What follows belongs to an exercise in optimizing a design on an open flow for small area, a short achievable clock period and few clock cycles per item; a production flow would make more cautious choices.
Only simulation tests tie the RTL to the original design; equivalence was not proved.
Power figures rest on the tool's default switching activity, not on a simulated workload.

// centered_moving_average_unit
module centered_moving_average_unit #(
  parameter int MAX_HALF_WIDTH = CMA_MAX_HALF_WIDTH,
  parameter int SAMPLE_BITS    = CMA_SAMPLE_BITS
) (
  input  logic               clk,
  input  logic               rst,
  input  logic               cfg_wr_en,
  input  logic [CFG_W-1:0]   cfg_wr_data,    
  input  logic               s_axis_tvalid,
  output logic               s_axis_tready,
  input  logic [TDATA_W-1:0] s_axis_tdata,   
  input  logic               s_axis_tlast,   
  output logic               m_axis_tvalid,
  input  logic               m_axis_tready,
  output logic [TDATA_W-1:0] m_axis_tdata,   
  output logic               m_axis_tlast,   
  output logic               m_axis_tuser    
);
Settings: LEC_CHECK=0, ABC_CLOCK_PERIOD_IN_PS=2500, CAP_MARGIN=20, CORE_MARGIN=2, CORE_UTILIZATION=40, CTS_BUF_LIST=sky130_fd_sc_hd__clkbuf_4 sky130_fd_sc_hd__clkbuf_8, SETUP_SLACK_MARGIN=2.9, SLEW_MARGIN=20, TNS_END_PERCENT=10; clock period 5.5 ns.
run.sh (not shown) runs the stock make flow with config.mk's settings and CLKGATE_MAP_FILE= SYNTH_SCRIPT=/design/flow/synth_recipe.tcl, a recipe that flattens the netlist after the stock synthesis.
The baseline produced a clean layout.
Testbench counts at the start, summed over its fixed seeds: cycles 15,462, items 13,361.
Change:
--- a/flow/config.mk
+++ b/flow/config.mk
@@ -12,3 +12,3 @@
 export CTS_BUF_LIST = sky130_fd_sc_hd__clkbuf_4 sky130_fd_sc_hd__clkbuf_8
-export SETUP_SLACK_MARGIN = 2.9
+export SETUP_SLACK_MARGIN = 2.7
 export SLEW_MARGIN = 20
The changed run produced a clean layout.
Sequential power is about the same.
Setup slack is worse by 400 ps.
First-iteration DRC count is lower by 1.1%.
Core utilization fell by 0.52 points.
Total power came out lower by 1.5%.
Wire length shrinks by 1.8%.
Via count shrinks by 0.94%.
Design area goes down by 1.1%.
Sequential share of layout area goes up by 0.78 points.
Area after synthesis stays the same.
Change:
--- a/flow/config.mk
+++ b/flow/config.mk
@@ -11,4 +11,6 @@
 export CORE_UTILIZATION = 40
-export CTS_BUF_LIST = sky130_fd_sc_hd__clkbuf_4 sky130_fd_sc_hd__clkbuf_8
-export SETUP_SLACK_MARGIN = 2.7
+export CTS_BUF_LIST = sky130_fd_sc_hd__clkbuf_8 sky130_fd_sc_hd__clkbuf_16
+export CTS_CLUSTER_DIAMETER = 60
+export CTS_CLUSTER_SIZE = 24
+export SETUP_SLACK_MARGIN = 2.9
 export SLEW_MARGIN = 20
Outcome: The changed run ran to the end with no violations; die area stays the same; design area is lower by 1.6%; global-route usage is lower by 0.27 points; clock skew is about the same; count of clock-buffer cells in the layout is lower by 523; wire length is lower by 0.79%; synthesized cell count is unchanged; worst hold slack improves by 11 ps; non-clock buffer count is higher by 95.

---

Setup of xenon:
Starting RTL as in the previous note.
Settings: LEC_CHECK=0, ABC_CLOCK_PERIOD_IN_PS=2500, CAP_MARGIN=20, CORE_MARGIN=2, CORE_UTILIZATION=40, CTS_BUF_LIST=sky130_fd_sc_hd__clkbuf_4 sky130_fd_sc_hd__clkbuf_8, CTS_CLUSTER_DIAMETER=40, CTS_CLUSTER_SIZE=20, SETUP_SLACK_MARGIN=2.9, SLEW_MARGIN=20, TNS_END_PERCENT=10; clock period 5.5 ns.
Testbench counts of xenon, summed over its fixed seeds: cycles 15,462, items 13,361.
> inputs changed (xenon -> tundra)
# xenon
export LEC_CHECK = 0
export ABC_CLOCK_PERIOD_IN_PS = 2500
export CAP_MARGIN = 20
export CORE_MARGIN = 2
export CORE_UTILIZATION = 40
export CTS_BUF_LIST = sky130_fd_sc_hd__clkbuf_4 sky130_fd_sc_hd__clkbuf_8
export CTS_CLUSTER_DIAMETER = 40
export CTS_CLUSTER_SIZE = 20
export SETUP_SLACK_MARGIN = 2.9
export SLEW_MARGIN = 20
export TNS_END_PERCENT = 10
create_clock -name core_clock -period 5.5 [get_ports {clk}]
# tundra
export LEC_CHECK = 0
export ABC_CLOCK_PERIOD_IN_PS = 2500
export CAP_MARGIN = 20
export CORE_MARGIN = 2
export CORE_UTILIZATION = 40
export CTS_BUF_LIST = sky130_fd_sc_hd__clkbuf_8
export CTS_CLUSTER_DIAMETER = 45
export CTS_CLUSTER_SIZE = 16
export SETUP_SLACK_MARGIN = 2.9
export SLEW_MARGIN = 20
export TNS_END_PERCENT = 10
create_clock -name core_clock -period 5.5 [get_ports {clk}]
Results
tundra ended with every stage complete and zero timing, DRC or antenna violations.
xenon went all the way through the flow, and no timing, DRC or antenna check failed.
Higher power per standard cell area goes to xenon over tundra.
[compare] base=xenon new=tundra: total vias in the final route fell by 198; time the worst path needs with I/O delays and setup shows a reduction of 38 ps; non-clock buffer count grew by 7.1%.
Looking at area growth from synthesis to final layout, tundra sits 0.92 points lower than xenon does.
The final reports for tundra and xenon show part of the total power dissipated in combinational logic higher in the former.
Transition time at the pin with the least slew margin: tundra lower than xenon
Modified inputs, harbor compared to tundra
# tundra
export LEC_CHECK = 0
export ABC_CLOCK_PERIOD_IN_PS = 2500
export CAP_MARGIN = 20
export CORE_MARGIN = 2
export CORE_UTILIZATION = 40
export CTS_BUF_LIST = sky130_fd_sc_hd__clkbuf_8
export CTS_CLUSTER_DIAMETER = 45
export CTS_CLUSTER_SIZE = 16
export SETUP_SLACK_MARGIN = 2.9
export SLEW_MARGIN = 20
export TNS_END_PERCENT = 10
create_clock -name core_clock -period 5.5 [get_ports {clk}]
# harbor
export LEC_CHECK = 0
export ABC_CLOCK_PERIOD_IN_PS = 2500
export CAP_MARGIN = 20
export CORE_MARGIN = 2
export CORE_UTILIZATION = 40
export CTS_BUF_LIST = sky130_fd_sc_hd__clkbuf_8 sky130_fd_sc_hd__clkbuf_16
export CTS_CLUSTER_DIAMETER = 60
export CTS_CLUSTER_SIZE = 20
export SETUP_SLACK_MARGIN = 3.0
export SLEW_MARGIN = 20
export TNS_END_PERCENT = 10
create_clock -name core_clock -period 5.5 [get_ports {clk}]
### Flow results
Between tundra and harbor, sum of routed wire length over all layers decreased. Reported for harbor and tundra, sequential-to-total area share from yosys stat turned out identical to the last digit. harbor and tundra ended up with nearly the same fraction of area in registers. The critical path depth of harbor falls short of that of tundra by 3. Final area essentially unchanged between harbor and tundra. Worst setup slack: harbor better than tundra. tundra reports its endpoint of the most critical setup path as u_div.g_st[5].rq[5] while harbor reports g_slot[0].u_slot.fdone.

[static timing again, ports no longer ideal]
No port has a modelled driver above. Below, the same layouts with a new extraction and two added sets of constraints. Step 1 (the two cells are an assumption about what drives the block):
set clk [get_ports {clk}]
set_driving_cell -lib_cell sky130_fd_sc_hd__clkbuf_16 $clk
set_driving_cell -lib_cell sky130_fd_sc_hd__buf_2 [delete_from_list [all_inputs] $clk]
Step 2 times the ports against the registers' clock, not the clock port: input delays grow and output delays shrink by t, the midpoint of the rising clock arrivals with the driver on. Three values: ideal, step 1, step 2; two values: the first two.
run | t, ns | setup slack, ns | hold slack, ns | worst setup path after step 2 | slew at the worst register clock pin (ns)
the first run of note 1 | 1.065 | 2.842 / 2.768 / 1.986 | 0.363 / 0.363 / 0.363 | input to register | 0.07 / 0.07
the second run of note 1 | 1.067 | 2.443 / 2.443 / 1.965 | 0.361 / 0.361 / 0.361 | input to register | 0.07 / 0.07
the third run of note 1 | 0.960 | 2.847 / 2.761 / 1.966 | 0.372 / 0.372 / 0.372 | input to register | 0.10 / 0.10
xenon | 1.068 | 2.781 / 2.728 / 2.038 | 0.389 / 0.389 / 0.389 | input to register | 0.11 / 0.11
tundra | 1.042 | 2.820 / 2.742 / 2.014 | 0.373 / 0.373 / 0.373 | input to register | 0.10 / 0.10
harbor | 0.957 | 2.826 / 2.785 / 1.941 | 0.372 / 0.372 / 0.372 | input to register | 0.09 / 0.09
After both steps every run listed still meets setup and hold. The setup slack of harbor, which loses most, moves by -0.041 ns with the drivers and by -0.885 ns with both steps.
